What follows belongs to an exercise in optimizing a design on an open flow for small area; a production flow would make more cautious choices. Only simulation tests tie the RTL to the original design; equivalence was not proved. No activity file was given, so power comes from the tool's default toggle rates.

File: run.sh
#!/bin/bash
# synth_recipe.tcl (not shown) runs the flow's synth.tcl, then flattens the netlist and writes it again
# the make line also repeats each setting of config.mk as NAME=value (left out here)
make -C /OpenROAD-flow-scripts/flow DESIGN_CONFIG=/design/flow/config.mk WORK_HOME=/design/flow/orfs CLKGATE_MAP_FILE= SYNTH_SCRIPT=/design/flow/synth_recipe.tcl finish
File: config.mk
export PLATFORM = sky130hd
export DESIGN_NAME = lcdCalcTop
export DESIGN_NICKNAME = lcdCalcTop
export VERILOG_FILES = /design/flow/design.v
export SDC_FILE = /design/flow/constraint.sdc
export NUM_CORES = 4
export LEC_CHECK = 0
export CAP_MARGIN = 20
export CORE_MARGIN = 2
export CORE_UTILIZATION = 40
export PLACE_DENSITY = 0.6
export SLEW_MARGIN = 20
File: constraint.sdc
create_clock -name core_clock -period 25.0 [get_ports {clk}]
set_input_delay 5.0000 -clock core_clock [delete_from_list [all_inputs] [get_ports {clk}]]
set_output_delay 5.0000 -clock core_clock [all_outputs]
set_load 0.01 [all_outputs]
File: design.v
`default_nettype none
package calcPkg;
	localparam int OperandWidth = 8;
	localparam int ResultWidth = 16;  
	localparam int OperandDigits = 3;
	localparam int ProductDigits = 5;
	localparam int SumDigits = 3;  
	typedef logic [OperandWidth-1:0] operand_t;
	typedef logic [ResultWidth-1:0] result_t;
	typedef logic [3:0] digit_t;
	typedef enum logic [1:0] {
		opAdd,
		opSub,
		opMul
	} opCode_t;
endpackage
`default_nettype wire
`default_nettype none
package lcdPkg;
	typedef logic [7:0] lcdByte_t;
	localparam lcdByte_t CmdFunctionSet = 8'h38;  
	localparam lcdByte_t CmdDisplayOn = 8'h0C;
	localparam lcdByte_t CmdClear = 8'h01;
	localparam lcdByte_t CmdEntryMode = 8'h06;  
	localparam lcdByte_t CmdLine2 = 8'hC0;
	localparam lcdByte_t CharZero = 8'd48;
	localparam lcdByte_t CharMinus = 8'd45;
	localparam lcdByte_t CharPlus = 8'd43;
	localparam lcdByte_t CharTimes = 8'd42;
	localparam lcdByte_t CharSpace = 8'd32;
endpackage
`default_nettype wire
`default_nettype none
module lcdCalcTop #(
	parameter int PowerUpCycles = 2250,
	parameter int StepCycles = 250,
	parameter int PulseCycles = 125
) (
	input logic clk,
	input logic flag_rst,
	input logic [7:0] operandA,
	input logic [7:0] operandB,
	input logic signA,
	input logic signB,
	input logic keyAdd,
	input logic keySub,
	input logic keyMul,
	input logic keyEquals,
	output logic lcdEn,
	output logic lcdRs,
	output logic [7:0] lcdData
);
	localparam int FrameLen = StepCycles + PulseCycles + 3;
	localparam logic [8:0] FrameLast = 9'(FrameLen - 1);
	localparam logic [8:0] EnRise = 9'(StepCycles + 1);
	localparam logic [8:0] EnFall = 9'(StepCycles + PulseCycles + 1);
	localparam logic [8:0] PowerStart = 9'(6 * FrameLen - PowerUpCycles);
	localparam logic [1:0] LineInit = 2'd0;
	localparam logic [1:0] LineOps = 2'd1;
	localparam logic [1:0] LineResult = 2'd2;
	logic [3:0] keys;
	logic [3:0] kp;  
	logic [3:0] rise;
	logic opRise;
	logic act;  
	logic [8:0] c;
	logic [3:0] pos;
	logic [1:0] line;
	logic opSeen;
	logic isMul;
	logic isSub;
	logic sA;
	logic sB;
	logic [7:0] A;
	logic [7:0] B;
	logic nz;  
	logic [19:0] W;
	logic cLast;
	logic last;
	logic idleNext;
	logic acceptOp;
	logic acceptEq;
	logic pend;
	logic skip;
	logic realByte;
	logic ge;
	logic diff;
	logic addsub;
	logic rneg;
	logic entryIsChar;
	logic [7:0] entryValue;
	assign keys = {keyEquals, keyMul, keySub, keyAdd};
	assign rise = keys & ~kp;
	assign opRise = |rise[2:0];
	assign cLast = (c == FrameLast);
	always_comb begin
		case (line)
			LineInit: last = (pos == 4'd9);
			LineOps: last = (pos == 4'd11);
			default: last = (pos == (isMul ? 4'd6 : 4'd4));
		endcase
	end
	assign idleNext = !act || (cLast && last);
	assign acceptOp = idleNext && opRise;
	assign acceptEq = idleNext && !opRise && rise[3] && opSeen;
	assign pend = (pos == 4'd15);
	assign ge = (A >= B);
	assign diff = sA ^ sB ^ isSub;
	assign addsub = (line == LineResult) && !isMul;
	assign rneg = nz && (isMul ? (sA ^ sB) : (ge ? sA : (sB ^ isSub)));
	assign skip = (line == LineOps && pos == 4'd1 && !sA)
		|| (line == LineOps && pos == 4'd8 && !sB)
		|| (line == LineResult && pos == 4'd1 && !rneg);
	assign realByte = !(line == LineInit && pos < 4'd6);
	always_comb begin
		entryIsChar = 1'b1;
		entryValue = {4'h3, W[19:16]};
		case (line)
			LineInit: begin
				entryIsChar = 1'b0;
				case (pos)
					4'd6: entryValue = 8'h38;
					4'd7: entryValue = 8'h0C;
					4'd8: entryValue = 8'h01;
					default: entryValue = 8'h06;
				endcase
			end
			LineOps: begin
				case (pos)
					4'd0: begin
						entryIsChar = 1'b0;
						entryValue = 8'h01;
					end
					4'd1, 4'd8: entryValue = 8'h2D;
					4'd5, 4'd7: entryValue = 8'h20;
					4'd6: entryValue = isMul ? 8'h2A : (isSub ? 8'h2D : 8'h2B);
					default: ;
				endcase
			end
			default: begin
				if (pos == 4'd0) begin
					entryIsChar = 1'b0;
					entryValue = 8'hC0;
				end else if (pos == 4'd1) begin
					entryValue = 8'h2D;
				end
			end
		endcase
	end
	always_ff @(posedge clk) begin
		if (flag_rst) begin
			kp <= 4'hF;
		end else begin
			kp <= keys;
		end
	end
	always_ff @(posedge clk) begin
		if (flag_rst) begin
			act <= 1'b1;
			c <= PowerStart;
			pos <= 4'd0;
			line <= LineInit;
			opSeen <= 1'b0;
			lcdEn <= 1'b0;
			lcdRs <= 1'b0;
			lcdData <= 8'd0;
		end else begin
			if (acceptOp || acceptEq) begin
				act <= 1'b1;
				c <= FrameLast;
				pos <= 4'd15;
				line <= acceptOp ? LineOps : LineResult;
				if (acceptOp) begin
					opSeen <= 1'b1;
					isMul <= rise[2];
					isSub <= !rise[2] && rise[1];
				end
			end else if (act) begin
				if (c == 9'd0 && skip) begin
					pos <= pos + 4'd1;
				end else if (cLast) begin
					if (last) begin
						act <= 1'b0;
					end else begin
						pos <= pos + 4'd1;
						c <= 9'd0;
					end
				end else begin
					c <= c + 9'd1;
				end
			end
			if (act && realByte) begin
				if (c == 9'd1) begin
					lcdRs <= entryIsChar;
					lcdData <= entryValue;
				end
				if (c == EnRise) begin
					lcdEn <= 1'b1;
				end
			end
			if (c == EnFall) begin
				lcdEn <= 1'b0;
			end
		end
	end
	always_ff @(posedge clk) begin
		if (act && pend && cLast && line == LineOps) begin
			A <= operandA;
			B <= operandB;
			sA <= signA;
			sB <= signB;
		end
	end
	logic conv;
	logic digitFrame;
	logic wLoad;
	logic wMul;
	logic wZero;
	logic wDab;
	logic wRot8;
	logic wRot4;
	logic [7:0] srcX;
	logic xbit;
	logic loadBit;
	logic [7:0] addend;
	logic cin;
	logic [8:0] sum;
	logic inj;
	logic dbit;
	logic [19:0] corr;
	logic [3:0] mask;
	assign conv = act && ((line == LineOps && (pos == 4'd0 || pos == 4'd5))
		|| (line == LineResult && pos == 4'd0));
	assign digitFrame = act && ((line == LineOps && (pos == 4'd2 || pos == 4'd3 || pos == 4'd4
		|| pos == 4'd9 || pos == 4'd10 || pos == 4'd11))
		|| (line == LineResult && pos >= 4'd2 && pos != 4'd15));
	assign wLoad = conv && c >= 9'd12 && c <= 9'd31;
	assign wMul = conv && line == LineResult && c >= 9'd32 && c <= 9'd39;
	assign wZero = conv && c >= 9'd40 && c <= 9'd43;
	assign wDab = conv && c >= 9'd48 && c <= 9'd63;
	assign wRot8 = conv && !(line == LineResult && isMul) && c >= 9'd64 && c <= 9'd71;
	assign wRot4 = digitFrame && c >= 9'd2 && c <= 9'd5;
	assign srcX = (line == LineOps && pos == 4'd0) ? A : B;
	assign xbit = srcX[~c[2:0]];
	always_comb begin
		if (c < 9'd16) begin
			loadBit = 1'b0;
		end else if (c < 9'd24) begin
			loadBit = addsub && (xbit ^ diff);
		end else begin
			loadBit = addsub ? (c[2:0] == 3'd7) : xbit;
		end
	end
	assign addend = W[0] ? A : 8'd0;
	assign cin = (c == 9'd32) && addsub && diff && ge;
	assign sum = {1'b0, W[15:8]} + {1'b0, addend} + {8'd0, cin};
	assign inj = addsub && diff && !ge && c[3];
	assign dbit = W[19] ^ inj;
	assign mask = {c[3] && c[2], c[3], c[3] || c[2], 1'b1};
	always_comb begin
		corr = W;
		for (int j = 0; j < 4; j++) begin
			if (mask[j] && W[j*4 +: 4] > 4'd4) begin
				corr[j*4 +: 4] = W[j*4 +: 4] + 4'd3;
			end
		end
	end
	always_ff @(posedge clk) begin
		if (wLoad) begin
			W <= {W[18:0], loadBit};
		end else if (wMul) begin
			W[15:0] <= {sum[8] && !(addsub && diff), sum[7:0], W[7:1]};
		end else if (wZero) begin
			W <= {W[18:0], 1'b0};
		end else if (wDab) begin
			W <= {corr[18:0], dbit};
		end else if (wRot8 || wRot4) begin
			W <= {W[18:0], W[19]};
		end
	end
	always_ff @(posedge clk) begin
		if (wDab) begin
			nz <= ((c == 9'd48) ? 1'b0 : nz) | dbit;
		end
	end
endmodule
`default_nettype wire
==> results.cfg <==
[floorplanning]
ios = 34
dieHeight_um = 116
start_util_pct = 41.3
coreArea_mm2 = 0.0122
die_area_mm2 = 0.0135
die_w_um = 116
num_rows = 40

[logic_synthesis]
postSynthCellCount = 541
yosysTopAreaCellShare_pct = 24.5
synth_edf_count = 41
synth_warnings = 1
syn-num-nets = 596
synth_area_mm2 = 0.00503
synth.ff_latch_count = 71
netlist.top_cell.by_area = edfxtp_1
synth_flop_cell = edfxtp_1
synth_cell_types = 83
avgSynthCellArea_um2 = 9.29
async_reset_ff_share_pct = 0
yosys-top-cells-area = edfxtp_1 (24%), dfxtp_1 (12%), ha_1 (7.2%)
ys_seq_area_share_pct = 36.4

[setup_path]
critPathRequiredTime_ns = 25.20
crit_path_start = keyMul
r2r_start = A[2]
critPathSlowestCell = clkdlybuf4s50_1
r2r_setup_slack_ns = 20.87
path_common_cell = nor4_1
timing.rr.end = W[15]
cpPeakStageDelay_ns = 0.42
crit_arrival_ns = 6.95
cp_max_fo = 11
rr_worst_depth = 13
crit_chain = clkdlybuf4s50_1, nor2b_1, nand3b_1, or2_2, and2_1, nor4_1, nor4_1
start_kind = input pin
endpoint = pos[1]
path_class = input pin to flip-flop
endpoint_kind = flip-flop

[cells_and_area]
layout-drive-gt1-share_pct = 9.63
diodes = 0
utilization_pct = 47.0
syn_to_final_growth_pct = 13.7
nets = 611
final_cells = 729

[run_status]
status = finished clean

[global_routing]
grt_pass1_vias = 4093
antenna_found_initial = 0
grtUsageTotal_pct = 19.6
grt_max_degree = 30
grt_pass1_wl_mm = 20.9
grt_overflow = 0

[route]
drc = 0
ant_nets = 0
via_per_inst = 5.83
first_pass_iters = 5
finalWirelength_mm = 12.3
initialDrtViolationCount = 288
vias = 4247
wl_per_cell_um = 16.9

[cts]
cts.sinks = 71
cts_buffer_depth = 2
cts_tree = done
cts.reportedPaths.clkPinSlew_ns = 0.06
cts_setup_buffers = 0
cts_made_buffers = 9
post_cts_resized = 0
root_buffer = clkbuf_16
worstSkewPairLatency_ns = 0.34
hold_buffers = 0
htreeDepth = 3

[flow_run]
drv_cap = 0

[timing]
whs_ns = 0.467
slew_violations = 0
finalCriticalPeriod_ns = 6.75
final_hold_viol_count = 0
tightest_slew_ns = 1.03
final-setup-viol-count = 0
relSlewSlack_pct = 31.3
tns_ns = 0
fmax_ghz = 0.148
rsz0062_at_grt = no
clock_skew_ns = 0.00681
post-route-period-util_pct = 27.0

[place]
place_congestion = 0.856
dp.cells = 713
port_buffers = 33
dp.final_hpwl_mm = 8.87

[power_and_ir_drop]
p_leak_uw = 0.00203
powerDensity_mw_per_mm2 = 46.8
peakVddDrop_uv = 29.6
p_total_uw = 267

[worst_hold_path]
hold_depth = 2
hp-class = flip-flop to flip-flop
## per-layer routing
metal  track usage (%)  vias up  wire (um)
li1                  -     2055          -
met3              2.70       20        644
met5                 0        -          0
met4              7.94        0        218
met2              30.4      134       5660
met1              27.7     2038       5790
## power breakdown
part / total (uW) / switching, uW / leakage [uW] / internal, uW
logic: 11.9 / 4.66 / 0.00132 / 7.26
clock network: 128 / 48.5 / 0.000144 / 80.0
registers: 127 / 3.25 / 0.000564 / 124
## registers in the layout, indices dropped and copies added (netlist names)
signal   cells
A            8
B            8
W           20
act          1
c            9
isMul        1
isSub        1
kp           4
lcdData      7
lcdEn        1
lcdRs        1
line         2
nz           1
opSeen       1
pos          4
sA           1
sB           1
## cells in the final DEF, fill, tap and decap left out, types with 4 or more instances in the layout
cell type	instances
a211oi_1	11
a21o_1	5
a21oi_1	31
a31oi_1	9
and2_1	9
and3_1	6
clkbuf_16	9
clkdlybuf4s50_1	32
dfxtp_1	30
edfxtp_1	41
ha_1	29
inv_1	34
mux2_2	4
mux2i_1	5
mux4_2	5
nand2_1	39
nand2b_1	8
nand3_1	13
nand3b_1	5
nand4_1	4
nor2_1	47
nor2b_1	8
nor3_1	15
nor4_1	14
o211ai_1	7
o21a_1	4
o21ai_0	21
o22ai_1	4
o31ai_1	6
or2_2	6
or3_1	5
xnor2_1	8
xor2_1	5
## worst max-delay path: cells and delay by family
kind	cells	cell delay, ns
AND/OR/NAND/NOR	6	1.52
buffers and inverters	1	0.42
## cell families (layout without fill, tap and decap cells)
family                     count (synthesis)  count (layout)  synth area share (%)
DFF                                       71              71                  36.4
AOI/OAI and AO/OA                        139             139                  19.8
muxes                                     14              14                  4.13
and+or+nand+nor                          207             207                  23.1
xor gates and xnor gates                  14              14                  2.71
buffers and inverters                     65              85                  5.80
adders and majority gates                 31              31                  8.02
## synthesized netlist by cell type, types with 6 or more instances
cell type	instances
o31ai_1	6
o21ai_0	21
o211ai_1	7
nor2_1	47
a211oi_1	11
nor4_1	15
and3_1	6
xnor2_1	8
edfxtp_1	41
buf_2	10
nand3_1	13
a31oi_1	9
and2_1	9
nand2_1	39
nor3_1	16
nand2b_1	8
clkbuf_1	14
a21oi_1	31
nor2b_1	8
or2_2	6
inv_1	34
ha_1	29
dfxtp_1	30
## worst min path at each step
stage | startpoint | end | slack [ns]
floorplan | W[17] | W[18] | 0.43
global placement | W[16] | W[17] | 0.44
detailed placement | W[16] | W[17] | 0.45
CTS | W[16] | W[17] | 0.47
global route | W[16] | W[17] | 0.49
finish | opSeen | opSeen | 0.47
## cell type report
| class | count | area (um^2) |
|---|---|---|
| well taps | 168 | 210 |
| clock buffers | 13 | 250 |
| clock inverters | 3 | 41.3 |
| flip-flops and latches | 71 | 1830 |
| repair buffers | 35 | 340 |
| fillers | 1154 | 6450 |
| multi-input cells | 405 | 2910 |
| inverters | 34 | 128 |
## metrics by stage
| step | worst slack (ns) | instance area, um^2 |
|---|---|---|
| floorplan | 18.54 | 5030 |
| global placement | 17.97 | 5430 |
| detailed placement | 17.92 | 5430 |
| CTS | 18.25 | 5720 |
| global route | 18.10 | 5720 |
| finish | 18.25 | 5720 |

## re-timing with driven ports
No port has a modelled driver above. Below, the same layout with a new extraction and two added sets of constraints.
Step 1, drivers: a clkbuf_16 drives clk and a buf_2 each remaining input, both assumed.
Step 2 moves the port delays by t, midway between the first and last clock arrival at a register: inputs arrive t later, outputs are due t later. That takes back most of the time a late clock gives input paths.
a / b / c = no drivers / after step 1 / after step 2; a / b = the first two.
t, ns: 0.376
setup WS [ns]: 18.251 / 18.267 / 17.892
hold WS [ns]: 0.467 / 0.467 / 0.467
latest minus earliest clock arrival (ns): 0.007 / 0.007
worst slew at a driven data input, ns: 0.03
After both steps setup and hold are still met in this run. For this run, drivers alone change the setup slack by +0.016 ns; drivers and shift together by -0.359 ns.
